Context: an optimization exercise on an open-source flow, tuned for small area, a short achievable clock period and few clock cycles per item. The choices shown serve that exercise and are no tape-out recipe. The RTL was checked by simulation tests, not by an equivalence proof against the original design. Power is estimated from default activity; no workload was simulated.

run A:
// touch_median_calibrate_map
module touch_median_calibrate_map #(
  parameter int RAW_BITS = 12
) (
  input  logic                                  clk,
  input  logic                                  rst_n,
  input  logic                                  in_tvalid,
  output logic                                  in_tready,
  input  logic [((3*RAW_BITS+7)/8)*8-1:0]       in_tdata,
  output logic                                  out_tvalid,
  input  logic                                  out_tready,
  output logic [23:0]                           out_tdata,
  output logic                                  out_tuser,
  input  logic                                  cfg_psel,
  input  logic                                  cfg_penable,
  input  logic                                  cfg_pwrite,
  input  logic [tmcm_pkg::CFG_ADDR_BITS-1:0]    cfg_paddr,
  input  logic [tmcm_pkg::CFG_DATA_BITS-1:0]    cfg_pwdata,
  output logic [tmcm_pkg::CFG_DATA_BITS-1:0]    cfg_prdata,
  output logic                                  cfg_pready
);
For scale: roughly 3100 cells after synthesis, about 140 I/O pins, roughly 30000 sq um of cells after synthesis.
Settings: LEC_CHECK=0, CAP_MARGIN=20, CORE_MARGIN=2, CORE_UTILIZATION=40, CTS_BUF_LIST=sky130_fd_sc_hd__clkbuf_4 sky130_fd_sc_hd__clkbuf_8, CTS_CLUSTER_SIZE=40, SETUP_SLACK_MARGIN=2.95, SLEW_MARGIN=20, TNS_END_PERCENT=10; clock period 7.0 ns.
run.sh (not shown) runs the stock make flow with config.mk's settings and CLKGATE_MAP_FILE= SYNTH_SCRIPT=/design/flow/synth_recipe.tcl, a recipe that flattens the netlist after the stock synthesis.
Testbench counts of run A, summed over its fixed seeds: cycles 19,520, items 6,400.
### run A -> run B
==> flow/config.mk <==
export PLATFORM = sky130hd
export DESIGN_NAME = touch_median_calibrate_map
export DESIGN_NICKNAME = touch_median_calibrate_map
export VERILOG_FILES = /design/flow/design.v
export SDC_FILE = /design/flow/constraint.sdc
export NUM_CORES = 4
export LEC_CHECK = 0
export CAP_MARGIN = 20
export CORE_MARGIN = 2
export CORE_UTILIZATION = 65
export SETUP_SLACK_MARGIN = 2.95
export SLEW_MARGIN = 20
## What came out
Run B: PASS, flow complete, no timing, DRC or antenna violations
Min post-route total power across run B and run A: run B
Diff run A -> run B | area of the placeable core | down by more than a quarter
The critical path depth in cells number comes out lower for run B vs run A.
[compare] base=run A new=run B: worst setup slack decreased 0.011 ns, total cell area at the placement stage fell by 1.5%, part of the cycle the worst path needs up 0.16 points.
Run B vs run A: post-synthesis to final-layout area growth down
Compared to run A, the routing of run B uses less wire.
On final hold slack, run B does better than run A.
#### Input delta (run C over run B)
-- flow/config.mk --
<<< run B, line 8
export CAP_MARGIN = 20
export CORE_MARGIN = 2
export CORE_UTILIZATION = 65
export SETUP_SLACK_MARGIN = 2.95
export SLEW_MARGIN = 20
>>> run C, line 8
export CAP_MARGIN = 20
export CORE_MARGIN = 2
export CORE_UTILIZATION = 40
export CTS_BUF_LIST = sky130_fd_sc_hd__clkbuf_4 sky130_fd_sc_hd__clkbuf_8
export CTS_CLUSTER_SIZE = 40
export SETUP_SLACK_MARGIN = 3.05
export SLEW_MARGIN = 20
--- outcome ---
Portion of total power attributed to the clock network, run C and run B, higher one = run B. Re combinational share of power: run C and run B aren't equal, and the lower value belongs to run B. Compared with run B, run C shows a higher first-pass GRT wire length. Measured against run B, the clock-buffer cell count of run C comes out at 1.8 times the reference value. Min sequential share of layout area across run C and run B: run C. Comparing area of the core for run C and run B, the smaller number came from run B. Between run B and run C, the post-synthesis share of cell area spent on full adders, half adders and majority gates figures differ only marginally. Sort run C and run B by setup slack, ascending, and run B comes first. Compared with run B, run C ends up with more cell area. Taking run B as 1.0, run C lands at 1.6 on pin count of the biggest net entering global routing.
## Diff of input files: run D against run C
==> flow/config.mk <==
export PLATFORM = sky130hd
export DESIGN_NAME = touch_median_calibrate_map
export DESIGN_NICKNAME = touch_median_calibrate_map
export VERILOG_FILES = /design/flow/design.v
export SDC_FILE = /design/flow/constraint.sdc
export NUM_CORES = 4
export LEC_CHECK = 0
export CAP_MARGIN = 5
export CORE_MARGIN = 2
export CORE_UTILIZATION = 40
export CTS_BUF_LIST = sky130_fd_sc_hd__clkbuf_4 sky130_fd_sc_hd__clkbuf_8
export CTS_CLUSTER_SIZE = 40
export SETUP_SLACK_MARGIN = 2.95
export SLEW_MARGIN = 5
## What came out
Wire length (higher): run C
For run C, the slowest library cell on the worst path was mux4_2, unlike run D, where it was clkdlybuf4s15_2.
For the relative contribution of combinational cells to total power, run D came in 0.9 points lower than run C did.
Against run C, number of nets in the layout in run D fell slightly.
Summary of run D over run C: upper clock frequency limit shrank by about 1%; via count saw a decrease.
Setup changes, run D to run E
-- flow/config.mk --
<<< run D, line 6
export NUM_CORES = 4
export LEC_CHECK = 0
export CAP_MARGIN = 5
export CORE_MARGIN = 2
export CORE_UTILIZATION = 40
>>> run E, line 6
export NUM_CORES = 4
export LEC_CHECK = 0
export ABC_CLOCK_PERIOD_IN_PS = 4000
export CAP_MARGIN = 20
export CORE_MARGIN = 2
export CORE_UTILIZATION = 40
<<< run D, line 12
export CTS_CLUSTER_SIZE = 40
export SETUP_SLACK_MARGIN = 2.95
export SLEW_MARGIN = 5
>>> run E, line 13
export CTS_CLUSTER_SIZE = 40
export SETUP_SLACK_MARGIN = 2.95
export SLEW_MARGIN = 20
[summary]
- Between run D and run E, the difference in final core area utilization is negligible.
- The arrival time at the worst endpoint on run D is in line with that on run E.
- Power attributed to combinational cells delta (run D -> run E): insignificant

-- static timing again, ports no longer ideal --
In the flow no input, the clock included, has a driving cell. The finished layouts below were timed again as built, in two steps.
Step 1: set_driving_cell puts a clkbuf_16 on clk and a buf_2 on each other input, an assumption about the parent block.
Step 2, shift: input delay + t, output delay - t, t = (earliest + latest rising clock arrival at the registers) / 2. This alone moves slack from input paths to output paths.
Slacks: ideal ports / drivers / drivers and shift; pairs: ideal ports / drivers.
run | t, ns | setup slack, ns | hold slack, ns | worst setup path after step 2 | pins driven straight from the clock port
run A | 0.728 | 2.912 / 2.745 / 2.389 | 0.417 / 0.417 / 0.417 | input to register | 1
run B | 0.647 | 2.901 / 2.838 / 2.397 | 0.446 / 0.446 / 0.446 | input to register | 1
run C | 0.730 | 3.001 / 2.835 / 2.486 | 0.418 / 0.418 / 0.418 | input to register | 1
run D | 0.714 | 2.961 / 2.909 / 2.369 | 0.433 / 0.433 / 0.433 | input to register | 1
run E | 0.713 | 2.967 / 2.914 / 2.373 | 0.431 / 0.431 / 0.431 | input to register | 1
After both steps every run listed still meets setup and hold. The setup slack of run E, which loses most, moves by -0.053 ns with the drivers and by -0.594 ns with both steps.
